What follows belongs to an exercise in optimizing a design on an open flow for small area; a production flow would make more cautious choices. The RTL was checked by simulation tests, not by an equivalence proof against the original design. No driver is modelled on the clock port, so clocking that relies on it looks cheaper here than on a real chip. Power is estimated from default activity; no workload was simulated.

**flow/standard.sh**
```bash
#!/bin/bash
# synth_recipe.tcl (not shown) runs the flow's synth.tcl, then flattens the netlist and writes it again
# the make line also repeats each setting of config.mk as NAME=value (left out here)
make -C /OpenROAD-flow-scripts/flow DESIGN_CONFIG=/design/flow/config.mk WORK_HOME=/design/flow/orfs CLKGATE_MAP_FILE= SYNTH_SCRIPT=/design/flow/synth_recipe.tcl "${@:-finish}"
```
**flow/constraint.sdc**
```tcl
create_clock -name core_clock -period 10.0 [get_ports {clk}]
set_input_delay 2.0000 -clock core_clock [delete_from_list [all_inputs] [get_ports {clk}]]
set_output_delay 2.0000 -clock core_clock [all_outputs]
set_load 0.01 [all_outputs]
```
**flow/design.v**
```verilog
package adc_proc_pkg;
   function automatic int log2(input int v);
      log2 = 0;
      for (int i = 0; i < 31; i++) begin
         if ((1 << i) < v) log2 = i + 1;
      end
   endfunction
   function automatic int ptr_w(input int n);
      ptr_w = (n > 1) ? log2(n) : 1;
   endfunction
endpackage
module rr_arbiter
#(
   parameter int N = 3
) (
   input  logic         clk,
   input  logic         reset,
   input  logic [N-1:0] req,
   output logic [N-1:0] grant
);
   logic [N-1:0] start_q;    
   logic         found;
   always_comb begin
      grant = '0;
      found = 1'b0;
      for (int k = 0; k < N; k++) begin
         for (int c = 0; c < N; c++) begin
            if (!found && req[c] && start_q[(c - k + N) % N]) begin
               found    = 1'b1;
               grant[c] = 1'b1;
            end
         end
      end
   end
   always_ff @(posedge clk) begin
      if (reset)     start_q <= N'(1);
      else if (|req) start_q <= {grant[N-2:0], grant[N-1]};
   end
endmodule
module multi_adc_processing
#(
   parameter int          N_CH           = 3,
   parameter int          DATA_W         = 16,
   parameter int          DEPTH          = 16,
   parameter int unsigned SCALING_FACTOR = 310866,
   parameter int          SCALE_W        = 20,
   parameter int          SHIFT_FACTOR   = 19,
   parameter int unsigned OFFSET         = 0
) (
   input  logic                   clk,
   input  logic                   reset,
   input  logic [N_CH-1:0]        sample_valid,
   input  logic [N_CH*DATA_W-1:0] sample_data,
   input  logic                   clear_overrun,
   output logic [N_CH*DATA_W-1:0] ave_data,
   output logic [N_CH*DATA_W-1:0] scaled_data,
   output logic [N_CH-1:0]        update_valid,
   output logic [N_CH-1:0]        primed,
   output logic [N_CH-1:0]        overrun
);
   localparam int LOG_D  = adc_proc_pkg::log2(DEPTH);
   localparam int SUM_W  = DATA_W + LOG_D;
   localparam int PROD_W = DATA_W + SCALE_W;
   localparam int CNT_W  = adc_proc_pkg::ptr_w(DEPTH);
   localparam logic [PROD_W-1:0] SAT_MAX = PROD_W'({DATA_W{1'b1}});
   logic [DATA_W-1:0] hold_q   [N_CH];
   logic [DATA_W-1:0] win_q    [N_CH][DEPTH];
   logic [SUM_W-1:0]  sum_q    [N_CH];
   logic [CNT_W-1:0]  cnt_q    [N_CH];
   logic [DATA_W-1:0] scaled_q [N_CH];
   logic [N_CH-1:0]   pending_q, overrun_q, primed_q, upd_q;
   logic [N_CH-1:0]   grant;
   logic [N_CH-1:0]   t1_q, t2_q, t3_q;
   logic [DATA_W-1:0] d1_q, d2_q;
   logic              f2_q;
   logic [SUM_W-1:0]  s3_q;
   logic [DATA_W-1:0] hold_sel, old_sel, ave3, scaled_new;
   logic [SUM_W-1:0]  sum_ld;
   logic [DATA_W-1:0] scaled_ld;
   logic [SUM_W-1:0]  sum_sel, sum_new, old_n, d_ext, ss, sc;
   function automatic logic [SUM_W-1:0] rca_s(input logic [SUM_W-1:0] a, input logic [SUM_W-1:0] b,
                                              input logic cin);
      logic cy;
      cy = cin;
      for (int k = 0; k < SUM_W; k++) begin
         rca_s[k] = a[k] ^ b[k] ^ cy;
         cy       = (a[k] & b[k]) | (a[k] & cy) | (b[k] & cy);
      end
   endfunction
   rr_arbiter #(.N(N_CH)) u_arb (
      .clk   (clk),
      .reset (reset),
      .req   (pending_q),
      .grant (grant)
   );
   always_comb begin
      hold_sel = '0;
      sum_sel  = '0;
      old_sel  = '0;
      for (int i = 0; i < N_CH; i++) begin
         if (grant[i]) hold_sel = hold_sel | hold_q[i];
         if (t2_q[i])  sum_sel  = sum_sel  | sum_q[i];
         if (t2_q[i])  old_sel  = old_sel  | win_q[i][DEPTH-1];
      end
      if (|(t2_q & t3_q)) sum_sel = s3_q;
      old_n   = ~(f2_q ? SUM_W'(old_sel) : '0);
      d_ext   = SUM_W'(d2_q);
      ss      = sum_sel ^ old_n ^ d_ext;
      sc      = SUM_W'(((sum_sel & old_n) | (sum_sel & d_ext) | (old_n & d_ext)) << 1);
      sum_new = rca_s(ss, sc, 1'b1);
      ave3 = DATA_W'(s3_q >> LOG_D);
   end
   if (SCALING_FACTOR == 310866 && SHIFT_FACTOR == 19 && OFFSET == 0 && DATA_W == 16) begin : g_fixed
      logic [15:0] scaled_fixed;
      logic [15:0] na;
      logic m_s1, m_c2, m_s3, m_c4, m_s5, m_c6, m_s7, m_c8, m_s9, m_c10, m_s11, m_c12, m_s13, m_c14, m_s15, m_c16, m_s17, m_c18, m_s19, m_c20, m_s21, m_c22, m_s23, m_c24, m_s25, m_c26, m_s27, m_c28, m_s29, m_c30, m_s31, m_c32, m_s33, m_c34, m_s35, m_c36, m_s37, m_c38, m_s39, m_c40, m_s41, m_c42, m_s43, m_c44, m_s45, m_c46, m_s47, m_c48, m_s49, m_c50, m_s51, m_c52, m_s53, m_c54, m_s55, m_c56, m_s57, m_c58, m_s59, m_c60, m_s61, m_c62, m_s63, m_c64, m_s65, m_c66, m_s67, m_c68, m_s69, m_c70, m_s71, m_c72, m_s73, m_c74, m_s75, m_c76, m_s77, m_c78, m_s79, m_c80, m_s81, m_c82, m_s83, m_c84, m_s85, m_c86, m_s87, m_c88, m_s89, m_c90, m_s91, m_c92, m_s93, m_c94, m_s95, m_c96, m_s97, m_c98, m_s99, m_c100, m_s101, m_c102, m_s103, m_c104, m_s105, m_c106, m_s107, m_c108, m_s109, m_c110, m_s111, m_c112, m_s113, m_c114, m_s115, m_c116, m_s117, m_c118, m_s119, m_c120, m_s121, m_c122, m_s123, m_c124, m_s125, m_c126, m_s127, m_c128, m_s129, m_c130, m_s131, m_c132, m_s133, m_c134, m_s135, m_c136, m_s137, m_c138, m_s139, m_c140, m_s141, m_c142, m_s143, m_c144, m_s145, m_c146, m_s147, m_c148, m_s149, m_c150, m_s151, m_c152, m_s153, m_c154, m_s155, m_c156, m_s157, m_c158, m_s159, m_c160, m_s161, m_c162, m_s163, m_c164, m_s165, m_c166, m_s167, m_c168, m_s169, m_c170, m_s171, m_c172, m_s173, m_c174, m_s175, m_c176, m_s177, m_c178, m_s179, m_c180, m_s181, m_c182, m_s183, m_c184, m_s185, m_c186, m_s187, m_c188, m_s189, m_c190, m_s191, m_c192, m_s193, m_c194, m_s195, m_c196, m_s197, m_c198, m_s199, m_c200, m_s201, m_c202, m_s203, m_c204, m_s205, m_c206, m_s207, m_c208, m_s209, m_c210, m_s211, m_c212, m_s213, m_c214, m_s215, m_c216, m_s217, m_c218;
      assign na = ~ave3;
      assign m_s1 = ~ave3[3];
      assign m_c2 = ave3[3];
      assign m_s3 = ave3[4] ^ ave3[6];
      assign m_c4 = ave3[4] & ave3[6];
      assign m_s5 = ave3[5] ^ ave3[7];
      assign m_c6 = ave3[5] & ave3[7];
      assign m_s7 = ave3[6] ^ ave3[8];
      assign m_c8 = ave3[6] & ave3[8];
      assign m_s9 = ave3[7] ^ ave3[9];
      assign m_c10 = ave3[7] & ave3[9];
      assign m_s11 = ave3[0] ^ ave3[8] ^ ave3[10];
      assign m_c12 = (ave3[0] & ave3[8]) | (ave3[0] & ave3[10]) | (ave3[8] & ave3[10]);
      assign m_s13 = ave3[0] ^ ave3[1] ^ ave3[9];
      assign m_c14 = (ave3[0] & ave3[1]) | (ave3[0] & ave3[9]) | (ave3[1] & ave3[9]);
      assign m_s15 = ave3[11] ^ ave3[14];
      assign m_c16 = ave3[11] & ave3[14];
      assign m_s17 = ave3[1] ^ ave3[2] ^ ave3[10];
      assign m_c18 = (ave3[1] & ave3[2]) | (ave3[1] & ave3[10]) | (ave3[2] & ave3[10]);
      assign m_s19 = ave3[12] ^ ave3[15] ^ na[7];
      assign m_c20 = (ave3[12] & ave3[15]) | (ave3[12] & na[7]) | (ave3[15] & na[7]);
      assign m_s21 = ave3[2] ^ ave3[3] ^ ave3[11];
      assign m_c22 = (ave3[2] & ave3[3]) | (ave3[2] & ave3[11]) | (ave3[3] & ave3[11]);
      assign m_s23 = ave3[13] ^ na[8];
      assign m_c24 = ave3[13] & na[8];
      assign m_s25 = ave3[0] ^ ave3[3] ^ ave3[4];
      assign m_c26 = (ave3[0] & ave3[3]) | (ave3[0] & ave3[4]) | (ave3[3] & ave3[4]);
      assign m_s27 = ave3[12] ^ ave3[14] ^ na[9];
      assign m_c28 = (ave3[12] & ave3[14]) | (ave3[12] & na[9]) | (ave3[14] & na[9]);
      assign m_s29 = ave3[1] ^ ave3[4] ^ ave3[5];
      assign m_c30 = (ave3[1] & ave3[4]) | (ave3[1] & ave3[5]) | (ave3[4] & ave3[5]);
      assign m_s31 = ave3[13] ^ ave3[15] ^ na[10];
      assign m_c32 = (ave3[13] & ave3[15]) | (ave3[13] & na[10]) | (ave3[15] & na[10]);
      assign m_s33 = ave3[2] ^ ave3[5] ^ ave3[6];
      assign m_c34 = (ave3[2] & ave3[5]) | (ave3[2] & ave3[6]) | (ave3[5] & ave3[6]);
      assign m_s35 = ave3[14] ^ na[11];
      assign m_c36 = ave3[14] & na[11];
      assign m_s37 = ave3[3] ^ ave3[6] ^ ave3[7];
      assign m_c38 = (ave3[3] & ave3[6]) | (ave3[3] & ave3[7]) | (ave3[6] & ave3[7]);
      assign m_s39 = ave3[15] ^ na[12];
      assign m_c40 = ave3[15] & na[12];
      assign m_s41 = ave3[4] ^ ave3[7] ^ ave3[8];
      assign m_c42 = (ave3[4] & ave3[7]) | (ave3[4] & ave3[8]) | (ave3[7] & ave3[8]);
      assign m_s43 = ave3[5] ^ ave3[8];
      assign m_c44 = ave3[5] & ave3[8];
      assign m_s45 = ave3[6] ^ ave3[9];
      assign m_c46 = ave3[6] & ave3[9];
      assign m_s47 = ~ave3[7];
      assign m_c48 = ave3[7];
      assign m_s49 = ~ave3[8];
      assign m_c50 = ave3[8];
      assign m_s51 = ~ave3[9];
      assign m_c52 = ave3[9];
      assign m_s53 = ~ave3[10];
      assign m_c54 = ave3[10];
      assign m_s55 = ~ave3[11];
      assign m_c56 = ave3[11];
      assign m_s57 = ave3[5] ^ ave3[8];
      assign m_c58 = ave3[5] & ave3[8];
      assign m_s59 = ave3[9] ^ na[1] ^ m_s3;
      assign m_c60 = (ave3[9] & na[1]) | (ave3[9] & m_s3) | (na[1] & m_s3);
      assign m_s61 = ave3[10] ^ na[2] ^ m_s5;
      assign m_c62 = (ave3[10] & na[2]) | (ave3[10] & m_s5) | (na[2] & m_s5);
      assign m_s63 = ave3[11] ^ na[3] ^ m_s7;
      assign m_c64 = (ave3[11] & na[3]) | (ave3[11] & m_s7) | (na[3] & m_s7);
      assign m_s65 = ave3[12] ^ na[4] ^ m_s9;
      assign m_c66 = (ave3[12] & na[4]) | (ave3[12] & m_s9) | (na[4] & m_s9);
      assign m_s67 = ave3[13] ^ na[5] ^ m_s11;
      assign m_c68 = (ave3[13] & na[5]) | (ave3[13] & m_s11) | (na[5] & m_s11);
      assign m_s69 = na[6] ^ m_s13 ^ m_s15;
      assign m_c70 = (na[6] & m_s13) | (na[6] & m_s15) | (m_s13 & m_s15);
      assign m_s71 = m_s17 ^ m_s19 ^ m_c14;
      assign m_c72 = (m_s17 & m_s19) | (m_s17 & m_c14) | (m_s19 & m_c14);
      assign m_s73 = m_s21 ^ m_s23 ^ m_c18;
      assign m_c74 = (m_s21 & m_s23) | (m_s21 & m_c18) | (m_s23 & m_c18);
      assign m_s75 = m_s25 ^ m_s27 ^ m_c22;
      assign m_c76 = (m_s25 & m_s27) | (m_s25 & m_c22) | (m_s27 & m_c22);
      assign m_s77 = m_s29 ^ m_s31 ^ m_c26;
      assign m_c78 = (m_s29 & m_s31) | (m_s29 & m_c26) | (m_s31 & m_c26);
      assign m_s79 = m_s33 ^ m_s35 ^ m_c30;
      assign m_c80 = (m_s33 & m_s35) | (m_s33 & m_c30) | (m_s35 & m_c30);
      assign m_s81 = m_s37 ^ m_s39 ^ m_c34;
      assign m_c82 = (m_s37 & m_s39) | (m_s37 & m_c34) | (m_s39 & m_c34);
      assign m_s83 = na[13] ^ m_s41 ^ m_c38;
      assign m_c84 = (na[13] & m_s41) | (na[13] & m_c38) | (m_s41 & m_c38);
      assign m_s85 = ave3[9] ^ na[14] ^ m_s43;
      assign m_c86 = (ave3[9] & na[14]) | (ave3[9] & m_s43) | (na[14] & m_s43);
      assign m_s87 = ave3[10] ^ na[15] ^ m_s45;
      assign m_c88 = (ave3[10] & na[15]) | (ave3[10] & m_s45) | (na[15] & m_s45);
      assign m_s89 = ave3[10] ^ ave3[11] ^ m_s47;
      assign m_c90 = (ave3[10] & ave3[11]) | (ave3[10] & m_s47) | (ave3[11] & m_s47);
      assign m_s91 = ave3[11] ^ ave3[12] ^ m_s49;
      assign m_c92 = (ave3[11] & ave3[12]) | (ave3[11] & m_s49) | (ave3[12] & m_s49);
      assign m_s93 = ave3[12] ^ ave3[13] ^ m_s51;
      assign m_c94 = (ave3[12] & ave3[13]) | (ave3[12] & m_s51) | (ave3[13] & m_s51);
      assign m_s95 = ave3[13] ^ ave3[14] ^ m_s53;
      assign m_c96 = (ave3[13] & ave3[14]) | (ave3[13] & m_s53) | (ave3[14] & m_s53);
      assign m_s97 = ave3[14] ^ ave3[15] ^ m_s55;
      assign m_c98 = (ave3[14] & ave3[15]) | (ave3[14] & m_s55) | (ave3[15] & m_s55);
      assign m_s99 = ~(ave3[12] ^ ave3[15]);
      assign m_c100 = ave3[12] | ave3[15];
      assign m_s101 = ave3[0] ^ ave3[2];
      assign m_c102 = ave3[0] & ave3[2];
      assign m_s103 = ave3[1] ^ ave3[3] ^ ave3[6];
      assign m_c104 = (ave3[1] & ave3[3]) | (ave3[1] & ave3[6]) | (ave3[3] & ave3[6]);
      assign m_s105 = ave3[2] ^ ave3[4] ^ ave3[7];
      assign m_c106 = (ave3[2] & ave3[4]) | (ave3[2] & ave3[7]) | (ave3[4] & ave3[7]);
      assign m_s107 = na[0] ^ m_s1 ^ m_s57;
      assign m_c108 = (na[0] & m_s1) | (na[0] & m_s57) | (m_s1 & m_s57);
      assign m_s109 = m_c2 ^ m_s59 ^ m_c58;
      assign m_c110 = (m_c2 & m_s59) | (m_c2 & m_c58) | (m_s59 & m_c58);
      assign m_s111 = m_c4 ^ m_s61 ^ m_c60;
      assign m_c112 = (m_c4 & m_s61) | (m_c4 & m_c60) | (m_s61 & m_c60);
      assign m_s113 = m_c6 ^ m_s63 ^ m_c62;
      assign m_c114 = (m_c6 & m_s63) | (m_c6 & m_c62) | (m_s63 & m_c62);
      assign m_s115 = m_c8 ^ m_s65 ^ m_c64;
      assign m_c116 = (m_c8 & m_s65) | (m_c8 & m_c64) | (m_s65 & m_c64);
      assign m_s117 = m_c10 ^ m_s67 ^ m_c66;
      assign m_c118 = (m_c10 & m_s67) | (m_c10 & m_c66) | (m_s67 & m_c66);
      assign m_s119 = m_c12 ^ m_s69 ^ m_c68;
      assign m_c120 = (m_c12 & m_s69) | (m_c12 & m_c68) | (m_s69 & m_c68);
      assign m_s121 = m_c16 ^ m_s71 ^ m_c70;
      assign m_c122 = (m_c16 & m_s71) | (m_c16 & m_c70) | (m_s71 & m_c70);
      assign m_s123 = m_c20 ^ m_s73 ^ m_c72;
      assign m_c124 = (m_c20 & m_s73) | (m_c20 & m_c72) | (m_s73 & m_c72);
      assign m_s125 = m_c24 ^ m_s75 ^ m_c74;
      assign m_c126 = (m_c24 & m_s75) | (m_c24 & m_c74) | (m_s75 & m_c74);
      assign m_s127 = m_c28 ^ m_s77 ^ m_c76;
      assign m_c128 = (m_c28 & m_s77) | (m_c28 & m_c76) | (m_s77 & m_c76);
      assign m_s129 = m_c32 ^ m_s79 ^ m_c78;
      assign m_c130 = (m_c32 & m_s79) | (m_c32 & m_c78) | (m_s79 & m_c78);
      assign m_s131 = m_c36 ^ m_s81 ^ m_c80;
      assign m_c132 = (m_c36 & m_s81) | (m_c36 & m_c80) | (m_s81 & m_c80);
      assign m_s133 = m_c40 ^ m_s83 ^ m_c82;
      assign m_c134 = (m_c40 & m_s83) | (m_c40 & m_c82) | (m_s83 & m_c82);
      assign m_s135 = m_c42 ^ m_s85 ^ m_c84;
      assign m_c136 = (m_c42 & m_s85) | (m_c42 & m_c84) | (m_s85 & m_c84);
      assign m_s137 = m_c44 ^ m_s87 ^ m_c86;
      assign m_c138 = (m_c44 & m_s87) | (m_c44 & m_c86) | (m_s87 & m_c86);
      assign m_s139 = m_c46 ^ m_s89 ^ m_c88;
      assign m_c140 = (m_c46 & m_s89) | (m_c46 & m_c88) | (m_s89 & m_c88);
      assign m_s141 = m_c48 ^ m_s91 ^ m_c90;
      assign m_c142 = (m_c48 & m_s91) | (m_c48 & m_c90) | (m_s91 & m_c90);
      assign m_s143 = m_c50 ^ m_s93 ^ m_c92;
      assign m_c144 = (m_c50 & m_s93) | (m_c50 & m_c92) | (m_s93 & m_c92);
      assign m_s145 = m_c52 ^ m_s95 ^ m_c94;
      assign m_c146 = (m_c52 & m_s95) | (m_c52 & m_c94) | (m_s95 & m_c94);
      assign m_s147 = m_c54 ^ m_s97 ^ m_c96;
      assign m_c148 = (m_c54 & m_s97) | (m_c54 & m_c96) | (m_s97 & m_c96);
      assign m_s149 = m_c56 ^ m_s99 ^ m_c98;
      assign m_c150 = (m_c56 & m_s99) | (m_c56 & m_c98) | (m_s99 & m_c98);
      assign m_s151 = ~(ave3[13] ^ m_c100);
      assign m_c152 = ave3[13] | m_c100;
      assign m_s153 = ~ave3[14];
      assign m_c154 = ave3[14];
      assign m_s155 = ~ave3[15];
      assign m_c156 = ave3[15];
      assign m_s157 = ave3[0] ^ ave3[3];
      assign m_c158 = ave3[0] & ave3[3];
      assign m_s159 = ave3[1] ^ ave3[4] ^ m_c158;
      assign m_c160 = (ave3[1] & ave3[4]) | (ave3[1] & m_c158) | (ave3[4] & m_c158);
      assign m_s161 = ave3[5] ^ m_s101 ^ m_c160;
      assign m_c162 = (ave3[5] & m_s101) | (ave3[5] & m_c160) | (m_s101 & m_c160);
      assign m_s163 = m_s103 ^ m_c102 ^ m_c162;
      assign m_c164 = (m_s103 & m_c102) | (m_s103 & m_c162) | (m_c102 & m_c162);
      assign m_s165 = m_s105 ^ m_c104 ^ m_c164;
      assign m_c166 = (m_s105 & m_c104) | (m_s105 & m_c164) | (m_c104 & m_c164);
      assign m_s167 = m_s107 ^ m_c106 ^ m_c166;
      assign m_c168 = (m_s107 & m_c106) | (m_s107 & m_c166) | (m_c106 & m_c166);
      assign m_s169 = m_s109 ^ m_c108 ^ m_c168;
      assign m_c170 = (m_s109 & m_c108) | (m_s109 & m_c168) | (m_c108 & m_c168);
      assign m_s171 = m_s111 ^ m_c110 ^ m_c170;
      assign m_c172 = (m_s111 & m_c110) | (m_s111 & m_c170) | (m_c110 & m_c170);
      assign m_s173 = m_s113 ^ m_c112 ^ m_c172;
      assign m_c174 = (m_s113 & m_c112) | (m_s113 & m_c172) | (m_c112 & m_c172);
      assign m_s175 = m_s115 ^ m_c114 ^ m_c174;
      assign m_c176 = (m_s115 & m_c114) | (m_s115 & m_c174) | (m_c114 & m_c174);
      assign m_s177 = m_s117 ^ m_c116 ^ m_c176;
      assign m_c178 = (m_s117 & m_c116) | (m_s117 & m_c176) | (m_c116 & m_c176);
      assign m_s179 = m_s119 ^ m_c118 ^ m_c178;
      assign m_c180 = (m_s119 & m_c118) | (m_s119 & m_c178) | (m_c118 & m_c178);
      assign m_s181 = m_s121 ^ m_c120 ^ m_c180;
      assign m_c182 = (m_s121 & m_c120) | (m_s121 & m_c180) | (m_c120 & m_c180);
      assign m_s183 = m_s123 ^ m_c122 ^ m_c182;
      assign m_c184 = (m_s123 & m_c122) | (m_s123 & m_c182) | (m_c122 & m_c182);
      assign m_s185 = m_s125 ^ m_c124 ^ m_c184;
      assign m_c186 = (m_s125 & m_c124) | (m_s125 & m_c184) | (m_c124 & m_c184);
      assign m_s187 = m_s127 ^ m_c126 ^ m_c186;
      assign m_c188 = (m_s127 & m_c126) | (m_s127 & m_c186) | (m_c126 & m_c186);
      assign m_s189 = m_s129 ^ m_c128 ^ m_c188;
      assign m_c190 = (m_s129 & m_c128) | (m_s129 & m_c188) | (m_c128 & m_c188);
      assign m_s191 = m_s131 ^ m_c130 ^ m_c190;
      assign m_c192 = (m_s131 & m_c130) | (m_s131 & m_c190) | (m_c130 & m_c190);
      assign m_s193 = m_s133 ^ m_c132 ^ m_c192;
      assign m_c194 = (m_s133 & m_c132) | (m_s133 & m_c192) | (m_c132 & m_c192);
      assign m_s195 = m_s135 ^ m_c134 ^ m_c194;
      assign m_c196 = (m_s135 & m_c134) | (m_s135 & m_c194) | (m_c134 & m_c194);
      assign m_s197 = m_s137 ^ m_c136 ^ m_c196;
      assign m_c198 = (m_s137 & m_c136) | (m_s137 & m_c196) | (m_c136 & m_c196);
      assign m_s199 = m_s139 ^ m_c138 ^ m_c198;
      assign m_c200 = (m_s139 & m_c138) | (m_s139 & m_c198) | (m_c138 & m_c198);
      assign m_s201 = m_s141 ^ m_c140 ^ m_c200;
      assign m_c202 = (m_s141 & m_c140) | (m_s141 & m_c200) | (m_c140 & m_c200);
      assign m_s203 = m_s143 ^ m_c142 ^ m_c202;
      assign m_c204 = (m_s143 & m_c142) | (m_s143 & m_c202) | (m_c142 & m_c202);
      assign m_s205 = m_s145 ^ m_c144 ^ m_c204;
      assign m_c206 = (m_s145 & m_c144) | (m_s145 & m_c204) | (m_c144 & m_c204);
      assign m_s207 = m_s147 ^ m_c146 ^ m_c206;
      assign m_c208 = (m_s147 & m_c146) | (m_s147 & m_c206) | (m_c146 & m_c206);
      assign m_s209 = m_s149 ^ m_c148 ^ m_c208;
      assign m_c210 = (m_s149 & m_c148) | (m_s149 & m_c208) | (m_c148 & m_c208);
      assign m_s211 = m_s151 ^ m_c150 ^ m_c210;
      assign m_c212 = (m_s151 & m_c150) | (m_s151 & m_c210) | (m_c150 & m_c210);
      assign m_s213 = m_s153 ^ m_c152 ^ m_c212;
      assign m_c214 = (m_s153 & m_c152) | (m_s153 & m_c212) | (m_c152 & m_c212);
      assign m_s215 = m_s155 ^ m_c154 ^ m_c214;
      assign m_c216 = (m_s155 & m_c154) | (m_s155 & m_c214) | (m_c154 & m_c214);
      assign m_s217 = ~(m_c156 ^ m_c216);
      assign m_c218 = m_c156 | m_c216;
      assign scaled_fixed = {m_s217, m_s215, m_s213, m_s211, m_s209, m_s207, m_s205, m_s203, m_s201, m_s199, m_s197, m_s195, m_s193, m_s191, m_s189, m_s187};
      assign scaled_new = scaled_fixed;
   end else begin : g_generic
      logic [PROD_W-1:0] prod, sh, sh_ofs;
      always_comb begin
         prod       = PROD_W'(ave3) * PROD_W'(SCALING_FACTOR);
         sh         = prod >> SHIFT_FACTOR;
         sh_ofs     = (sh < PROD_W'(OFFSET)) ? '0 : sh - PROD_W'(OFFSET);
         scaled_new = (sh_ofs > SAT_MAX) ? {DATA_W{1'b1}} : DATA_W'(sh_ofs);
      end
   end
   always_ff @(posedge clk) begin
      d1_q <= hold_sel;
      d2_q <= d1_q;
      f2_q <= |(t1_q & primed_q);
      s3_q <= sum_new;
      for (int i = 0; i < N_CH; i++) begin
         if (sample_valid[i]) hold_q[i] <= sample_data[i*DATA_W +: DATA_W];
         if (t2_q[i]) begin
            win_q[i][0] <= d2_q;
            for (int j = 1; j < DEPTH; j++) win_q[i][j] <= win_q[i][j-1];
         end
      end
   end
   always_ff @(posedge clk) begin
      if (reset) begin
         pending_q <= '0;
         overrun_q <= '0;
         primed_q  <= '0;
         upd_q     <= '0;
         t1_q      <= '0;
         t2_q      <= '0;
         t3_q      <= '0;
         for (int i = 0; i < N_CH; i++) begin
            cnt_q[i]    <= '0;
         end
      end else begin
         pending_q <= (pending_q & ~grant) | sample_valid;
         overrun_q <= (clear_overrun ? '0 : overrun_q) | (sample_valid & pending_q & ~grant);
         t1_q      <= grant;
         t2_q      <= t1_q;
         t3_q      <= t2_q;
         upd_q     <= t3_q;
         for (int i = 0; i < N_CH; i++) begin
            if (t1_q[i]) begin
               cnt_q[i] <= cnt_q[i] + CNT_W'(1);
               if (cnt_q[i] == CNT_W'(DEPTH - 1)) primed_q[i] <= 1'b1;
            end
         end
      end
   end
   always_comb begin
      sum_ld    = reset ? '0 : s3_q;
      scaled_ld = reset ? '0 : scaled_new;
   end
   always_ff @(posedge clk) begin
      for (int i = 0; i < N_CH; i++) begin
         if (reset || t3_q[i]) begin
            sum_q[i]    <= sum_ld;
            scaled_q[i] <= scaled_ld;
         end
      end
   end
   always_comb begin
      for (int i = 0; i < N_CH; i++) begin
         ave_data[i*DATA_W +: DATA_W]    = DATA_W'(sum_q[i] >> LOG_D);
         scaled_data[i*DATA_W +: DATA_W] = scaled_q[i];
      end
      update_valid = upd_q;
      primed       = primed_q;
      overrun      = overrun_q;
   end
endmodule
```
**flow/flow/run.sh**
```bash
#!/bin/bash
# Layout: the standard flow (standard.sh, standard synthesis included), with
# two ORFS arguments changed:
#  - buffer_ports gives every input and output port the smallest buffer, buf_1;
#  - clock_tree_synthesis clusters up to 30 sinks within 100 um per leaf buffer
#    and adds no dummy loads.
# make's full output goes to standard.log in the work folder; ORFS's own step
# logs are under orfs/logs/.
set -euo pipefail
export BUFFER_PORTS_ARGS="-buffer_cell sky130_fd_sc_hd__buf_1"
export CTS_ARGS="-sink_clustering_enable -repair_clock_nets -sink_clustering_size 16 -sink_clustering_max_diameter 60 -buf_list sky130_fd_sc_hd__clkbuf_8 -dont_use_dummy_load"
bash standard.sh > standard.log 2>&1
```
**flow/config.mk**
```make
export PLATFORM = sky130hd
export DESIGN_NAME = multi_adc_processing
export DESIGN_NICKNAME = multi_adc_processing
export VERILOG_FILES = /design/flow/design.v
export SDC_FILE = /design/flow/constraint.sdc
export NUM_CORES = 4
export LEC_CHECK = 0
export CAP_MARGIN = 20
export CORE_MARGIN = 2
export CORE_UTILIZATION = 45
export CTS_CLUSTER_DIAMETER = 100
export CTS_CLUSTER_SIZE = 30
export PLACE_DENSITY = 0.6
export SLEW_MARGIN = 20
```
==> notes.md, run 1 <==
Synth cell types - 40
CP Capture Type - flip-flop
Final core utilization - 0.494
Most common cell after layout, fill and taps aside - edfxtp_1
Most used cell along the critical path - fa_1
Max rail drop VDD - 0.367 mV
Leak - 0.0123 µW
Cells after synthesis - 1584
Area leader, netlist - edfxtp_1
Pins Over Slew Limit - 0
DR pass1 iterations - 8
Final Skew - 0.101 ns
Tcrit/Tclk final - 0.964
Final setup viols - 0
Syn Area/Cell - 21.8 µm²
Crit path largest cell delay - 0.51 ns
Outcome - finished clean
Required @ worst endpoint - 10.39 ns
DR iter-0 viols - 1250
CTS Buf Count - 79
Setup crit start kind - flip-flop
Top-level I/O count - 159
Fin. Hold Viols - 0
Switching part of the total - 0.319
Vias in the first global route - 14200
Setup Fix Bufs, Post-CTS - 0
Int Pwr - 7800 µW
Clock transition at path regs - 0.10 ns
Core area - 75800 µm²
Clk Latency, worst-skew pair - 0.69 ns
Synth Cell Area - 34500 µm²
Via count of the routed design - 13800
Gate power share - 0.363
Slowest cell on crit path - fa_1
CTS tree - built
Die width - 281 µm
Hold buffer count at cts - 0
Worst Max-Slew Pin Slew - 1.11 ns
Slew HR - 0.262
Avg WL per Cell - 20.1 µm
Final WL - 56000 µm
Tot GR Track Use - 0.144
Drt via density - 4.95
ANT nets after route - 0
Global route overflow - 0
Seq/Total Area, Yosys - 0.857
PortBufs - 158
Die ar. - 78800 µm²
Initial Util - 0.454
RePlAce Congestion - 0.792
Min Tclk post-route - 9.64 ns
CP Max Fanout - 4
Post-DP HPWL - 35100 µm
Standard-cell rows - 101
Clock sinks - 1013
Worst path arrival time - 10.03 ns
Nets - 1982
Net load switching power - 3650 µW
Synth-to-layout area growth - 8.77%
Clock power share - 0.164
Largest net degree at the start of global routing - 120
Post-route setup TNS - 0 ns
Yosys reg bits - 1013
Most frequent cells in the layout - edfxtp_1, buf_1, inv_1
Layout cells sized above 1 - 0.100
Synth Net Count - 1761
Critical path class - reg2reg
PD cells - 306 nW/µm²
Global-route wire length before repair - 84900 µm
Ranking of synthesized cells by area - edfxtp_1, fa_1, dfxtp_1
Min-delay worst type - reg2reg
Die height - 281 µm
Warnings from Yosys - 7
Synth top area share - 0.805
Max Fclk - 0.104 GHz
Max-Cap Viols - 0
Initial antenna violation count - 8
Setup repair after global routing missed its margin - false
# DRC - 0
Flop pwr share - 0.473
[metrics by stage]
step                std cells  hold slack, ns  power [µW]  worst slack [ns]  cell area, µm²
floorplan                1584           0.310        8080           0.00111           34500
finish                   2784           0.334       11500             0.356           37500
detailed placement       2702           0.312        9510            -0.217           36300
CTS                      2781           0.321       11600           0.00482           37500
global placement         2702           0.311        9570            -0.192           36300
global route             2783           0.337       12300           0.00424           37500
[power by group through the flow]
stage | clock network [µW] | logic [µW] | registers (µW)
3_3_place_gp | 0 | 4070 | 5500
2_1_floorplan | 0 | 2500 | 5580
3_5_place_dp | 0 | 4000 | 5520
6_report | 1880 | 4160 | 5420
4_1_cts | 1970 | 4180 | 5420
5_1_grt | 2110 | 4740 | 5450
[Yosys cell counts]
cell / n
inv_1: 103
nand3_1: 1
buf_4: 48
nand2_1: 9
fa_1: 105
nand2b_1: 18
buf_2: 5
clkbuf_1: 22
nor3_1: 2
and2_1: 1
or2_2: 5
o21ai_0: 5
a211oi_1: 3
a21boi_0: 1
ha_1: 18
nor2_2: 1
a222oi_1: 54
xnor2_1: 5
a41oi_1: 3
dfxtp_1: 89
o21ai_2: 1
xor2_1: 7
a31o_2: 1
a32oi_1: 3
edfxtp_1: 924
o22ai_1: 2
nor2_1: 63
nor2b_1: 32
o211ai_1: 2
a21oi_1: 29
o311ai_0: 2
a22oi_1: 2
a211o_1: 1
nand4_1: 3
maj3_1: 1
buf_1: 5
mux2i_1: 3
o21a_1: 2
a2111oi_0: 2
o21ba_2: 1
[critical path, delay by kind of cell (launching register included)]
family | cells | cell delay [ns]
compound gates | 3 | 0.52
buf+inv | 2 | 0.13
flops | 1 | 0.42
fa+ha+maj | 18 | 7.62
simple gates | 3 | 0.66
[sequential cells by signal (all words and copies together), names as in the netlist]
register / count
cnt_q: 12
d1_q: 16
d2_q: 16
f2_q: 1
hold_q: 48
overrun_q: 3
pending_q: 3
primed_q: 3
s3_q: 20
scaled_q: 48
sum_q: 60
t1_q: 3
t2_q: 3
t3_q: 3
u_arb.start_q: 3
upd_q: 3
win_q: 768
[final cells by class]
type                    count  area [µm²]
flip-flops and latches   1013       29500
multi-input cells         388        4130
inverters                 103         387
repair buffers            220        1100
fillers                  6150       38300
well taps                 978        1220
clock buffers              79        1090
diodes                      3        7.51
[logic make-up after synthesis]
logic type                 count (synthesis)  share of synthesized area
muxes                                      3                   0.000872
DFF                                     1013                      0.857
adders and majority gates                124                     0.0678
and+or+nand+nor                          135                     0.0192
xor gates and xnor gates                  12                    0.00305
AOI/OAI and AO/OA                        114                     0.0268
buffers and inverters                    183                     0.0253
[path summary, 6_finish.rpt]
| kind | slack, ns | cells after the start | start | endpoint |
|---|---|---|---|---|
| min reg2reg | 0.33 | 0 | d1_q[4] | d2_q[4] |
| max reg2reg | 0.36 | 26 | s3_q[10] | scaled_q[1][14] |
| max | 0.36 | 26 | s3_q[10] | scaled_q[1][14] |
| min | 0.33 | 0 | d1_q[4] | d2_q[4] |
[metal layers]
metal  wire (µm)  track usage  vias to the layer above
met4        1200       0.0455                        2
li1            -            -                     6286
met2       25000        0.214                      358
met5          13            0                        -
met3        3440       0.0314                       96
met1       26300        0.214                     7039
[repair_timing]
action,CTS,global route
gates resized for setup,8,7
endpoints found under the setup margin,6,9
pin swaps,0,1
==> run 2: changes to the inputs <==
--- a/flow/flow/run.sh
+++ b/flow/flow/run.sh
@@ -9,4 +9,4 @@
 set -euo pipefail
 export BUFFER_PORTS_ARGS="-buffer_cell sky130_fd_sc_hd__buf_1"
-export CTS_ARGS="-sink_clustering_enable -repair_clock_nets -sink_clustering_size 16 -sink_clustering_max_diameter 60 -buf_list sky130_fd_sc_hd__clkbuf_8 -dont_use_dummy_load"
+export CTS_ARGS="-sink_clustering_enable -repair_clock_nets -sink_clustering_size 24 -sink_clustering_max_diameter 80 -buf_list {sky130_fd_sc_hd__clkbuf_8 sky130_fd_sc_hd__clkbuf_16} -dont_use_dummy_load"
 bash standard.sh > standard.log 2>&1
==> notes.md, run 2 <==
Outcome - finished clean
Synth-to-layout area growth - 9.26%
Required @ worst endpoint - 10.27 ns (-0.12 ns)
Global Route met3 Usage - 0.0303 (-0.00108)
Most flops, register - win_q
Synth cell types - 40 (unchanged)
Synth Cell Area - 34500 µm² (unchanged)
Leak - 0.0123 µW (+0.38%)
Vias in the first global route - 13900 (-2.3%)
Drt via density - 4.98 (+0.53%)
Standard-cell rows - 101 (unchanged)
Setup crit start kind - flip-flop
Inst Count DP - 2702 (unchanged)
Post-route setup TNS - 0 ns (unchanged)
Worst Max-Slew Pin Slew - 1.10 ns (-0.00497 ns)
Warnings from Yosys - 7 (unchanged)
Die ar. - 78800 µm² (unchanged)
Most common cell after layout, fill and taps aside - edfxtp_1
Final WL - 55100 µm (-1.5%)
Hold buffer count at cts - 0 (unchanged)
Synth Net Count - 1761 (unchanged)
Nets - 1953 (-1.5%)
Slew HR - 0.266 (+0.00331)
Global-route wire length before repair - 84000 µm (-1.0%)
Max reg flops - 768 (unchanged)
Max Fclk - 0.104 GHz (about the same)
Synth top area share - 0.805 (unchanged)
# DRC - 0 (unchanged)
Cells after synthesis - 1584 (unchanged)
Final Cell Area - 37600 µm² (+0.45%)
Met2 usage - 0.212 (-0.00209)
Worst path arrival time - 9.92 ns (-0.11 ns)
Number of flops mapped to enable cells by yosys - 924 (unchanged)
Post-DP HPWL - 35100 µm (unchanged)
Initial antenna violation count - 8 (unchanged)
Hold path depth - 0 (unchanged)
Clock transition at path regs - 0.09 ns (about the same)
CP Capture Type - flip-flop
Max-Cap Viols - 0 (unchanged)
GRT Max-Usage Layer - met1
PortBufs - 158 (unchanged)
Final core utilization - 0.497 (+0.00224)
Synth top cells by count - edfxtp_1, fa_1, inv_1
Reg2Reg Depth - 26 (unchanged)
Layout cells sized above 1 - 0.0885 (-0.0119)
Synth async-reset ratio - 0 (unchanged)
Clk Latency, worst-skew pair - 0.64 ns (-0.05 ns)
Min-delay worst type - reg2reg
CTS tree - built
Final setup viols - 0 (unchanged)
Initial Util - 0.454 (unchanged)
Die height - 281 µm (unchanged)
Global route overflow - 0 (unchanged)
Top-level I/O count - 159 (unchanged)
CTS Buf Count - 50 (-37%)
Avg WL per Cell - 20.0 µm (-0.41%)
Fin. Hold Viols - 0 (unchanged)
Die width - 281 µm (unchanged)
Ranking of synthesized cells by area - edfxtp_1, fa_1, dfxtp_1
Power after layout - 11700 µW (+1.7%)
PD cells - 309 nW/µm² (+1.3%)
Max rail drop VDD - 0.357 mV (-2.6%)
DR iter-0 viols - 1427 (+14%)
Top Registers - win_q x768, sum_q x60
Syn Area/Cell - 21.8 µm² (unchanged)
RePlAce Congestion - 0.792 (unchanged)
Seq/Total Area, Yosys - 0.857 (unchanged)
CP Max Fanout - 4 (unchanged)
Clock sinks - 1013 (unchanged)
Setup Fix Bufs, Post-CTS - 0 (unchanged)
Ys flop type - edfxtp_1
Via count of the routed design - 13700 (-0.59%)
Dpl cell area - 36300 µm² (unchanged)
Core area - 75800 µm² (unchanged)
Tot GR Track Use - 0.142 (-0.00230)
Area leader, netlist - edfxtp_1
Grt met1 use - 0.215 (+0.00147)
Non-Filler Instances - 2753 (-1.1%)
DR pass1 iterations - 6 (-2)
Yosys reg bits - 1013 (unchanged)
Critical path class - reg2reg
ANT nets after route - 0 (unchanged)
Setup repair after global routing missed its margin - false
Largest net degree at the start of global routing - 120 (unchanged)
Pins Over Slew Limit - 0 (unchanged)
Tcrit/Tclk final - 0.965 (about the same)
Count leader, synth - edfxtp_1
Most frequent cells in the layout - edfxtp_1, buf_1, inv_1
Final Skew - 0.0969 ns (-0.00406 ns)
Min Tclk post-route - 9.65 ns (+0.00483 ns)
[run 2: cell types whose count changed in the layout (fill, tap and decap cells not counted), sizes merged]
cell | previous run | this run
diode | 3 | 1
clkbuf | 80 | 51
[run 2: final timing paths]
| path | from | to | slack, ns |
|---|---|---|---|
| max | s3_q[10] | scaled_q[1][14] | 0.35 |
| min reg2reg | d1_q[0] | d2_q[0] | 0.33 |
| max reg2reg | s3_q[10] | scaled_q[1][14] | 0.35 |
| min | d1_q[0] | d2_q[0] | 0.33 |
[run 2: stage by stage]
| stage | setup WS, ns | hold slack (ns) |
|---|---|---|
| global route | 0.0211 | 0.339 |
| floorplan | 0.00111 | 0.310 |
| detailed placement | -0.217 | 0.312 |
| global placement | -0.192 | 0.311 |
| finish | 0.351 | 0.333 |
| CTS | 0.0570 | 0.334 |
[run 2: layer usage]
layer | share of wire | routed length, µm | up-vias
li1 | - | - | 6251
met1 | 0.48 | 26300 | 7047
met2 | 0.45 | 24600 | 330
met3 | 0.060 | 3280 | 70
met4 | 0.017 | 937 | 2
met5 | 0.00024 | 13 | -
[run 2: layout make-up]
class	instances	area [µm²]
fillers	6107	38200
flip-flops and latches	1013	29500
multi-input cells	388	4140
clock buffers	50	1250
well taps	978	1220
repair buffers	220	1100
inverters	103	387
diodes	1	2.50
[run 2: cells by family (layout without fill, tap and decap cells)]
group           after synthesis  in the layout  share of synthesized area
other cells                   0              1                          0
xor+xnor                     12             12                    0.00305
fa+ha+maj                   124            124                     0.0678
compound gates              114            114                     0.0268
mux                           3              3                   0.000872
flops                      1013           1013                      0.857
buf+inv                     183            373                     0.0253
simple gates                135            135                     0.0192
[run 2: critical path, cell delays in order, from the launching register on]
cell      delay [ns]
dfxtp_2         0.35
ha_1            0.31
fa_1            0.46
fa_1            0.51
nor2_1          0.17
a21oi_1         0.09
or2_2           0.32
a211oi_2        0.25
o311ai_2        0.18
fa_2            0.43
fa_1            0.47
fa_2            0.42
fa_2            0.41
fa_2            0.41
fa_2            0.42
fa_1            0.48
fa_1            0.47
fa_1            0.47
fa_2            0.42
fa_1            0.46
fa_1            0.46
fa_1            0.42
inv_1           0.08
fa_1            0.16
inv_1           0.05
fa_1            0.42
nor2b_2         0.18
[run 2: where the power goes]
part | internal, µW | switching, µW | total [µW]
clock | 890 | 1160 | 2050
sequential | 5260 | 154 | 5420
combinational | 1850 | 2330 | 4190
total | 8010 | 3650 | 11700
[run 2: what timing repair did]
action	CTS	global route
setup endpoints to repair	9	6
pin swaps	0	1
gates resized for setup	14	6
==> run 3: changes to the inputs <==
--- a/flow/flow/run.sh
+++ b/flow/flow/run.sh
@@ -9,4 +9,4 @@
 set -euo pipefail
 export BUFFER_PORTS_ARGS="-buffer_cell sky130_fd_sc_hd__buf_1"
-export CTS_ARGS="-sink_clustering_enable -repair_clock_nets -sink_clustering_size 24 -sink_clustering_max_diameter 80 -buf_list {sky130_fd_sc_hd__clkbuf_8 sky130_fd_sc_hd__clkbuf_16} -dont_use_dummy_load"
+export CTS_ARGS="-sink_clustering_enable -repair_clock_nets -sink_clustering_size 30 -sink_clustering_max_diameter 100 -dont_use_dummy_load"
 bash standard.sh > standard.log 2>&1
==> notes.md, run 3 <==
Avg WL per Cell - 20.1 µm (+0.44%)
Area leader, netlist - edfxtp_1
Die width - 281 µm (unchanged)
Initial Util - 0.454 (unchanged)
Final Skew - 0.0816 ns (-0.0153 ns)
PD cells - 306 nW/µm² (-1.1%)
Die height - 281 µm (unchanged)
Multi-input gate area - 4140 µm² (about the same)
CP bufs+invs - 4 (+2)
Syn Area/Cell - 21.8 µm² (unchanged)
Fin. Hold Viols - 0 (unchanged)
Synth-to-layout area growth - 8.52%
Vias in the first global route - 13800 (-0.42%)
Max reg flops - 768 (unchanged)
Tot GR Track Use - 0.141 (-0.000557)
Reg2reg setup slack - 0.38 ns (+0.03 ns)
Slowest cell on crit path - fa_1
Hold endpoint - d2_q[8]
Final setup viols - 0 (unchanged)
CP Max Fanout - 4 (unchanged)
Most used cell along the critical path - fa_1
Nets - 1943 (-0.51%)
Max rail drop VDD - 0.352 mV (-1.3%)
Die ar. - 78800 µm² (unchanged)
CTS tree - built
RR Startpoint - s3_q[5]
Post-DP HPWL - 35100 µm (unchanged)
Synth top area share - 0.805 (unchanged)
Synth async-reset ratio - 0 (unchanged)
RePlAce Congestion - 0.792 (unchanged)
PortBufs - 158 (unchanged)
Critical path class - reg2reg
Power after layout - 11400 µW (-1.7%)
Top-level I/O count - 159 (unchanged)
Reg2Reg Depth - 27 (+3.8%)
Synth Cell Area - 34500 µm² (unchanged)
Crit path largest cell delay - 0.54 ns (+0.03 ns)
Max Fclk - 0.104 GHz (+0.29%)
Final WL - 55200 µm (about the same)
Pins Over Slew Limit - 0 (unchanged)
Synth top cells by count - edfxtp_1, fa_1, inv_1
Tcrit/Tclk final - 0.962 (-0.00276)
Top Registers - win_q x768, sum_q x60
Clock transition at path regs - 0.10 ns (about the same)
Standard-cell rows - 101 (unchanged)
Warnings from Yosys - 7 (unchanged)
Core area - 75800 µm² (unchanged)
Reg area - 29500 µm² (about the same)
Via count of the routed design - 13600 (-0.74%)
Hold path depth - 0 (unchanged)
Most common cell after layout, fill and taps aside - edfxtp_1
Delay-heaviest family, CP - adder cells
Drt via density - 4.96 (-0.38%)
Count leader, synth - edfxtp_1
Most frequent cells in the layout - edfxtp_1, buf_1, inv_1
Inst Count DP - 2702 (unchanged)
Ranking of synthesized cells by area - edfxtp_1, fa_1, dfxtp_1
Min Tclk post-route - 9.62 ns (-0.0276 ns)
Non-Filler Instances - 2743 (-0.36%)
Synth Net Count - 1761 (unchanged)
DR iter-0 viols - 1278 (-10%)
Most flops, register - win_q
Final core utilization - 0.493 (-0.00337)
Ys flop type - edfxtp_1
R2R Path End - scaled_q[2][14]
Synth cell types - 40 (unchanged)
HP Start - d1_q[8]
Leak - 0.0122 µW (-1.0%)
Setup crit start kind - flip-flop
Initial antenna violation count - 7 (-1)
Layout cells sized above 1 - 0.0828 (-0.00573)
Yosys reg bits - 1013 (unchanged)
Clock sinks - 1013 (unchanged)
Seq/Total Area, Yosys - 0.857 (unchanged)
ANT nets after route - 0 (unchanged)
Min-delay worst type - reg2reg
Worst Max-Slew Pin Slew - 1.20 ns (+0.0945 ns)
CTS Buf Count - 40 (-20%)
Cells after synthesis - 1584 (unchanged)
Min Hold Slack - 0.334 ns (+0.000451 ns)
# DRC - 0 (unchanged)
Clk Latency, worst-skew pair - 0.62 ns (-0.02 ns)
Hold buffer count at cts - 0 (unchanged)
Global route overflow - 0 (unchanged)
Worst path arrival time - 9.90 ns (-0.02 ns)
Largest net degree at the start of global routing - 120 (unchanged)
Max-Cap Viols - 0 (unchanged)
CP Capture Type - flip-flop
DR pass1 iterations - 6 (unchanged)
Fillcell total - 6120 (+0.21%)
Slew HR - 0.203 (-0.0630)
Number of flops mapped to enable cells by yosys - 924 (unchanged)
Global-route wire length before repair - 83600 µm (-0.44%)
Outcome - finished clean
Required @ worst endpoint - 10.28 ns (about the same)
-- run 3: cell counts after synthesis --
Identical to the previous run, type by type.
-- run 3: area by class of cell --
type | count | area share
Timing Repair Buffer | 220 | 0.0293
Multi-Input combinational cell | 388 | 0.111
Inverter | 103 | 0.0103
Clock buffer | 40 | 0.0268
Antenna cell | 1 | 0.0000669
Sequential cell | 1013 | 0.790
Tap cell | 978 | 0.0327
-- run 3: logic make-up (layout without fill, tap and decap cells) --
group                      after synthesis  after routing  share of synthesized area
other                                    0              1                          0
AOI/OAI and AO/OA                      114            114                     0.0268
muxes                                    3              3                   0.000872
xor gates and xnor gates                12             12                    0.00305
and+or+nand+nor                        135            135                     0.0192
buffers and inverters                  183            363                     0.0253
adders and majority gates              124            124                     0.0678
DFF                                   1013           1013                      0.857
-- run 3: worst register-to-register path, stage by stage, from the launching register on --
cell,delay [ns]
dfxtp_1,0.38
buf_4,0.16
fa_1,0.49
inv_1,0.05
fa_1,0.47
fa_1,0.54
a21oi_1,0.13
o211ai_1,0.15
a31o_2,0.19
o311ai_2,0.15
fa_2,0.43
fa_1,0.47
fa_2,0.42
fa_2,0.41
fa_2,0.41
fa_2,0.42
fa_1,0.48
fa_1,0.47
fa_1,0.47
fa_2,0.42
fa_1,0.46
fa_1,0.46
fa_1,0.42
inv_1,0.08
fa_1,0.16
inv_1,0.05
fa_1,0.42
nor2b_2,0.18
-- run 3: metal layers --
metal	track usage	share of wire	vias to the layer above
met5	0	0.00024	-
met3	0.0322	0.063	70
met1	0.213	0.47	6966
met4	0.0306	0.017	2
li1	-	-	6225
met2	0.212	0.45	335
-- run 3: how the worst max path moves through the flow --
stage / from / endpoint / slack, ns / depth (start not counted)
finish: s3_q[5] / scaled_q[2][14] / 0.38 / 27
global route: s3_q[19] / scaled_q[1][15] / -0.004 / 29
CTS: s3_q[5] / scaled_q[2][14] / 0.01 / 27
detailed placement: s3_q[11] / scaled_q[0][15] / -0.22 / 28
global placement: s3_q[11] / scaled_q[0][15] / -0.19 / 28
floorplan: t2_q[0] / s3_q[18] / 0.001 / 26
-- run 3: repair_timing --
item,4_1_cts,5_1_grt
endpoints found under the setup margin,6,6
resized for setup,12,6
pin swaps,1,1
buffers inserted,0,0
-- run 3: where the power goes --
part / switching [µW] / internal, µW / total (µW)
clock: 1130 / 724 / 1850
sequential: 156 / 5260 / 5420
combinational: 2330 / 1850 / 4180
total: 3610 / 7830 / 11400
-- run 3: metrics by stage --
stage | setup slack, ns | area [µm²] | setup TNS [ns]
floorplan | 0.00111 | 34500 | 0
global placement | -0.192 | 36300 | -1.13
detailed placement | -0.217 | 36300 | -1.25
CTS | 0.0128 | 37400 | 0
global route | -0.00444 | 37400 | -0.00444
finish | 0.378 | 37400 | 0
==> run 4: changes to the inputs <==
--- a/flow/design.v
+++ b/flow/design.v
@@ -19,6 +19,7 @@
    output logic [N-1:0] grant
 );
-   logic [N-1:0] start_q;    
-   logic         found;
+   localparam int IW = adc_proc_pkg::ptr_w(N);
+   logic [IW-1:0] ptr_q;
+   logic          found;
    always_comb begin
       grant = '0;
@@ -26,5 +27,5 @@
       for (int k = 0; k < N; k++) begin
          for (int c = 0; c < N; c++) begin
-            if (!found && req[c] && start_q[(c - k + N) % N]) begin
+            if (!found && req[c] && ptr_q == IW'((c - k + N) % N)) begin
                found    = 1'b1;
                grant[c] = 1'b1;
@@ -34,6 +35,9 @@
    end
    always_ff @(posedge clk) begin
-      if (reset)     start_q <= N'(1);
-      else if (|req) start_q <= {grant[N-2:0], grant[N-1]};
+      if (reset) ptr_q <= '0;
+      else begin
+         for (int c = 0; c < N; c++)
+            if (grant[c]) ptr_q <= IW'((c + 1) % N);
+      end
    end
 endmodule
--- a/flow/config.mk
+++ b/flow/config.mk
@@ -8,7 +8,5 @@
 export CAP_MARGIN = 20
 export CORE_MARGIN = 2
-export CORE_UTILIZATION = 45
-export CTS_CLUSTER_DIAMETER = 100
-export CTS_CLUSTER_SIZE = 30
-export PLACE_DENSITY = 0.6
+export CORE_UTILIZATION = 60
+export PLACE_DENSITY = 0.7
 export SLEW_MARGIN = 20
==> notes.md, run 4 <==
Outcome - finished clean
Standard-cell rows - 87 (-14%)
Largest net degree at the start of global routing - 114 (-5.0%)
Initial antenna violation count - 4 (-3)
ANT nets after route - 0 (unchanged)
Tot GR Track Use - 0.185 (+0.0440)
Slew HR - 0.187 (-0.0150)
Top-level I/O count - 159 (unchanged)
Initial Util - 0.608 (+0.154)
Reg2Reg Depth - 28 (+3.7%)
Max rail drop VDD - 0.467 mV (+33%)
Synth Cell Area - 34400 µm² (-0.12%)
Setup Fix Bufs, Post-CTS - 0 (unchanged)
CTS tree - built
Final setup viols - 0 (unchanged)
Nets - 1930 (-0.67%)
Synth-to-layout area growth - 7.54%
Fillcell total - 3724 (-39%)
Synth Net Count - 1757 (-0.23%)
Final WL - 54000 µm (-2.2%)
Layout cells sized above 1 - 0.0748 (-0.00795)
Reg2reg setup slack - 0.43 ns (+0.05 ns)
Synth top cells by count - edfxtp_1, fa_1, inv_1
Post-route setup TNS - 0 ns (unchanged)
Clk Latency, worst-skew pair - 0.60 ns (-0.02 ns)
Tcrit/Tclk final - 0.957 (-0.00550)
Global route overflow - 0 (unchanged)
Via count of the routed design - 13700 (+0.49%)
HP Start - d1_q[1]
R2R Path End - scaled_q[1][15]
Top Registers - win_q x768, sum_q x60
Die ar. - 59300 µm² (-25%)
Synth top area share - 0.806 (+0.000937)
Min Hold Slack - 0.335 ns (+0.00144 ns)
Ys flop type - edfxtp_1
Area leader, netlist - edfxtp_1
Most used cell along the critical path - fa_1
Clock transition at path regs - 0.11 ns (about the same)
Vias in the first global route - 13900 (+0.087%)
Critical path class - reg2reg
Seq/Total Area, Yosys - 0.857 (about the same)
Min-delay worst type - reg2reg
Max-Cap Viols - 0 (unchanged)
Min Tclk post-route - 9.57 ns (-0.0550 ns)
Hold buffer count at cts - 0 (unchanged)
Yosys reg bits - 1012 (-0.099%)
Synth async-reset ratio - 0 (unchanged)
Hold endpoint - d2_q[1]
Fin. Hold Viols - 0 (unchanged)
Final Skew - 0.0706 ns (-0.0110 ns)
Pins Over Slew Limit - 0 (unchanged)
Leak - 0.0122 µW (-0.18%)
Setup repair after global routing missed its margin - false
RePlAce Congestion - 0.816 (+2.9%)
CP Max Fanout - 5 (+1)
Setup crit start kind - flip-flop
PD cells - 310 nW/µm² (+1.1%)
Warnings from Yosys - 7 (unchanged)
Cells after synthesis - 1580 (-0.25%)
Die width - 244 µm (-13%)
Avg WL per Cell - 21.5 µm (+7.0%)
Slowest cell on crit path - dfxtp_1
Worst Max-Slew Pin Slew - 1.22 ns (+0.0225 ns)
Most frequent cells in the layout - edfxtp_1, buf_1, inv_1
Number of flops mapped to enable cells by yosys - 924 (unchanged)
Global-route wire length before repair - 81900 µm (-2.0%)
Max Fclk - 0.105 GHz (+0.57%)
Syn Area/Cell - 21.8 µm² (+0.14%)
Clock sinks - 1012 (-0.099%)
Power after layout - 11500 µW (about the same)
Worst path arrival time - 9.85 ns (-0.05 ns)
DR pass1 iterations - 6 (unchanged)
Crit path largest cell delay - 0.55 ns (about the same)
Most flops, register - win_q
PortBufs - 158 (unchanged)
Inst Count DP - 2467 (-8.7%)
Count leader, synth - edfxtp_1
Post-DP HPWL - 35200 µm (+0.38%)
Required @ worst endpoint - 10.28 ns (about the same)
Ranking of synthesized cells by area - edfxtp_1, fa_1, dfxtp_1
RR Startpoint - s3_q[8]
Die height - 244 µm (-13%)
CTS Buf Count - 40 (unchanged)
Hold path depth - 0 (unchanged)
Core area - 56600 µm² (-25%)
DR iter-0 viols - 1261 (-1.3%)
Drt via density - 5.45 (+9.9%)
CP Capture Type - flip-flop
Non-Filler Instances - 2508 (-8.6%)
Max reg flops - 768 (unchanged)
# DRC - 0 (unchanged)
Synth cell types - 38 (-5.0%)
Most common cell after layout, fill and taps aside - edfxtp_1
## run 4: cell count changes after synthesis, sizes merged, moves of 2 or more
cell and change:
a211oi -2, buf -2, clkbuf +3, nand2 -2
nor2 -2
## run 4: worst max-delay path, delay by kind of cell, from the launching register on
family / cells / cell delay [ns]
AO/OA/AOI/OAI: 4 / 0.68
XOR/XNOR: 1 / 0.14
adder cells (fa/ha/maj): 18 / 7.54
buffers and inverters: 3 / 0.19
flip-flops: 1 / 0.55
AND/OR/NAND/NOR: 2 / 0.19
## run 4: kinds of logic after synthesis
group	Yosys count	share of synthesized area
adders and majority gates	124	0.0679
AOI/OAI and AO/OA	109	0.0254
buffers and inverters	183	0.0256
DFF	1012	0.857
and+or+nand+nor	137	0.0197
muxes	3	0.000873
xor gates and xnor gates	12	0.00305
## run 4: worst max path at each step
stage,slack [ns],endpoint,startpoint,cells past startpoint
2_1_floorplan,0.03,s3_q[18],t2_q[0],26
3_5_place_dp,-0.02,scaled_q[1][15],s3_q[4],27
3_3_place_gp,0.05,scaled_q[0][15],s3_q[4],26
6_report,0.43,scaled_q[1][15],s3_q[8],28
4_1_cts,0.09,scaled_q[0][15],s3_q[4],26
5_1_grt,0.04,scaled_q[0][15],s3_q[8],28
## run 4: area by class of cell
type,instances,area (µm²),share of cell area
Sequential cell,1012,29500,0.798
Antenna cell,1,2.50,0.0000676
Clock buffer,40,1000,0.0270
Multi-Input combinational cell,385,4110,0.111
Tap cell,756,946,0.0256
Inverter,102,383,0.0103
Timing Repair Buffer,212,1050,0.0284
## run 4: layer usage
metal	vias to the layer above	routed length, µm	GRT usage	part of all wire
met4	0	981	0.0400	0.018
met2	385	24300	0.282	0.45
met3	58	3770	0.0415	0.070
met1	7024	24900	0.282	0.46
met5	-	0	0	0
li1	6197	-	-	-
## run 4: per-stage QoR
step / cell area (µm²) / util / worst slack (ns)
detailed placement: 36000 / 0.635 / -0.0184
CTS: 37000 / 0.653 / 0.0857
floorplan: 34500 / - / 0.0325
global route: 37000 / 0.654 / 0.0355
global placement: 36000 / 0.635 / 0.0512
finish: 37000 / 0.654 / 0.433
## run 4: repair_timing
item                                    CTS  global route
endpoints found under the setup margin    6             9
gates resized for setup                   2            13
hold endpoints to repair                  0             0
pin swaps                                 0             3
## run 4: power breakdown
part	switching (µW)	leakage, µW	internal, µW
Sequential	174	0.00928	5270
Clock	1090	0.000493	723
Combinational	2370	0.00242	1830
Total	3630	0.0122	7820
==> run 5: changes to the inputs <==
--- a/flow/config.mk
+++ b/flow/config.mk
@@ -8,5 +8,5 @@
 export CAP_MARGIN = 20
 export CORE_MARGIN = 2
-export CORE_UTILIZATION = 60
-export PLACE_DENSITY = 0.7
+export CORE_UTILIZATION = 45
+export PLACE_DENSITY = 0.6
 export SLEW_MARGIN = 20
==> notes.md, run 5 <==
Outcome - finished clean
Most flops, register - win_q
RePlAce Congestion - 0.787 (-3.5%)
Global route overflow - 0 (unchanged)
CTS Buf Count - 40 (unchanged)
N_diodes - 0 (-1)
Reg2reg setup slack - 0.45 ns (+0.02 ns)
Tcrit/Tclk final - 0.955 (-0.00181)
Yosys reg bits - 1012 (unchanged)
Max-Cap Viols - 0 (unchanged)
Via count of the routed design - 13600 (-0.11%)
Nets - 1926 (-0.21%)
Min Hold Slack - 0.339 ns (+0.00394 ns)
CP Max Fanout - 6 (+1)
Layout cells sized above 1 - 0.0738 (-0.000974)
Power after layout - 11300 µW (-1.6%)
Top-level I/O count - 159 (unchanged)
Pins Over Slew Limit - 0 (unchanged)
Final setup viols - 0 (unchanged)
Setup repair after global routing missed its margin - false
Initial Util - 0.454 (-0.154)
PD cells - 303 nW/µm² (-2.2%)
Ranking of synthesized cells by area - edfxtp_1, fa_1, dfxtp_1
Crit path largest cell delay - 0.56 ns (about the same)
Die ar. - 78700 µm² (+33%)
CP Capture Type - flip-flop
Synth async-reset ratio - 0 (unchanged)
Final Skew - 0.0720 ns (+0.00142 ns)
Global-route wire length before repair - 83600 µm (+2.1%)
Most used cell along the critical path - fa_1
Vias in the first global route - 13900 (+0.26%)
Critical path class - reg2reg
Min-delay worst type - reg2reg
Synth top area share - 0.806 (unchanged)
Synth Net Count - 1757 (unchanged)
DR pass1 iterations - 6 (unchanged)
CTS tree - built
Syn Area/Cell - 21.8 µm² (unchanged)
DR iter-0 viols - 1239 (-1.7%)
Ys flop type - edfxtp_1
Synth Cell Area - 34400 µm² (unchanged)
Final WL - 54800 µm (+1.6%)
Core area - 75800 µm² (+34%)
Slew HR - 0.414 (+0.226)
Synth cell types - 38 (unchanged)
Fin. Hold Viols - 0 (unchanged)
Tot GR Track Use - 0.140 (-0.0449)
Max reg flops - 768 (unchanged)
Setup crit start kind - flip-flop
ANT nets after route - 0 (unchanged)
Min Tclk post-route - 9.55 ns (-0.0181 ns)
Number of flops mapped to enable cells by yosys - 924 (unchanged)
Area leader, netlist - edfxtp_1
# DRC - 0 (unchanged)
Seq/Total Area, Yosys - 0.857 (unchanged)
Drt via density - 5.01 (-8.1%)
Clock sinks - 1012 (unchanged)
Clk Latency, worst-skew pair - 0.62 ns (+0.02 ns)
Die height - 281 µm (+15%)
Largest net degree at the start of global routing - 101 (-11%)
PortBufs - 158 (unchanged)
Post-DP HPWL - 35500 µm (+0.79%)
Standard-cell rows - 101 (+16%)
Inst Count DP - 2685 (+8.8%)
Max Fclk - 0.105 GHz (+0.19%)
Count leader, synth - edfxtp_1
Initial antenna violation count - 3 (-1)
Leak - 0.0122 µW (-0.15%)
Non-Filler Instances - 2725 (+8.7%)
Clock transition at path regs - 0.11 ns (about the same)
Max rail drop VDD - 0.354 mV (-24%)
Most frequent cells in the layout - edfxtp_1, buf_1, inv_1
Slowest cell on crit path - fa_1
Warnings from Yosys - 7 (unchanged)
Top Registers - win_q x768, sum_q x60
Synth-to-layout area growth - 8.22%
Cells after synthesis - 1580 (unchanged)
Post-route setup TNS - 0 ns (unchanged)
Most common cell after layout, fill and taps aside - edfxtp_1
Worst path arrival time - 9.82 ns (-0.03 ns)
Die width - 281 µm (+15%)
Required @ worst endpoint - 10.27 ns (about the same)
Hold buffer count at cts - 0 (unchanged)
Avg WL per Cell - 20.1 µm (-6.5%)
Synth top cells by count - edfxtp_1, fa_1, inv_1
Worst Max-Slew Pin Slew - 0.880 ns (-0.339 ns)
run 5: area by class of cell:
cell class / instances / area [µm²]
repair buffers: 208 / 1030
well taps: 978 / 1220
inverters: 102 / 383
clock buffers: 40 / 1000
fillers: 6118 / 38600
flip-flops and latches: 1012 / 29500
multi-input cells: 385 / 4080
run 5: timing repair:
| item | CTS | global route |
|---|---|---|
| pin swaps | 0 | 0 |
| cloned | 0 | 0 |
| resized for setup | 3 | 11 |
| endpoints found under the setup margin | 6 | 6 |
| setup buffers | 0 | 0 |
run 5: per-layer routing:
metal / track usage / up-vias / wire, µm
li1: - / 6185 / -
met1: 0.215 / 7145 / 26500
met2: 0.215 / 271 / 25300
met3: 0.0239 / 48 / 2360
met4: 0.0258 / 0 / 729
met5: 0 / - / 0
run 5: where the power goes:
group,leakage [µW],switching [µW],internal [µW]
registers,0.00928,176,5270
logic,0.00241,2200,1770
clock network,0.000493,1130,724
run 5: per-stage QoR:
step / util / area [µm²] / worst slack, ns
global route: 0.491 / 37200 / 0.0619
floorplan: - / 34500 / 0.0325
detailed placement: 0.478 / 36200 / -0.108
CTS: 0.491 / 37200 / 0.0708
finish: 0.491 / 37200 / 0.452
global placement: 0.477 / 36200 / -0.0826
run 5: cell families (layout without fill, tap and decap cells):
group | count (synthesis) | in the layout | synth area share
xor gates and xnor gates | 12 | 12 | 0.00305
and+or+nand+nor | 137 | 137 | 0.0197
buffers and inverters | 183 | 350 | 0.0256
muxes | 3 | 3 | 0.000873
adders and majority gates | 124 | 124 | 0.0679
AOI/OAI and AO/OA | 109 | 109 | 0.0254
DFF | 1012 | 1012 | 0.857
run 5: path summary, 6_finish.rpt:
check,startpoint,end,cells after the start
setup / recovery,s3_q[4],scaled_q[2][15],28
hold / removal,d1_q[9],d2_q[9],0
setup reg to reg,s3_q[4],scaled_q[2][15],28
hold reg to reg,d1_q[9],d2_q[9],0
run 5: worst max-delay path: cells and delay by family (launching register included):
family	cells	cell delay, ns
xor gates and xnor gates	1	0.14
AOI/OAI and AO/OA	3	0.41
DFF	1	0.37
buffers and inverters	4	0.36
and+or+nand+nor	2	0.14
adders and majority gates	18	7.81

afterwards: timing with drivers on the ports:
Ports are ideal in the flow. The routed layouts listed here were re-timed in OpenROAD.
Step 1: set_driving_cell puts a clkbuf_16 on clk and a buf_2 on each other input, an assumption about the parent block.
Step 2 also shifts input and output timing later by t, the mid clock arrival at the registers, as if the neighbouring blocks saw the same clock.
a / b / c = ideal ports / drivers / drivers and shift; a / b = the first two.
| run | shift t [ns] | setup WS [ns] | worst data-port slew with drivers (ns) |
|---|---|---|---|
| run 1 | 0.707 | 0.356 / 0.356 / 0.356 | 0.11 |
| run 2 | 0.653 | 0.351 / 0.351 / 0.351 | 0.11 |
| run 3 | 0.645 | 0.378 / 0.378 / 0.378 | 0.11 |
| run 4 | 0.629 | 0.433 / 0.433 / 0.433 | 0.04 |
| run 5 | 0.645 | 0.452 / 0.452 / 0.452 | 0.04 |
After both steps every run listed still meets setup and hold.
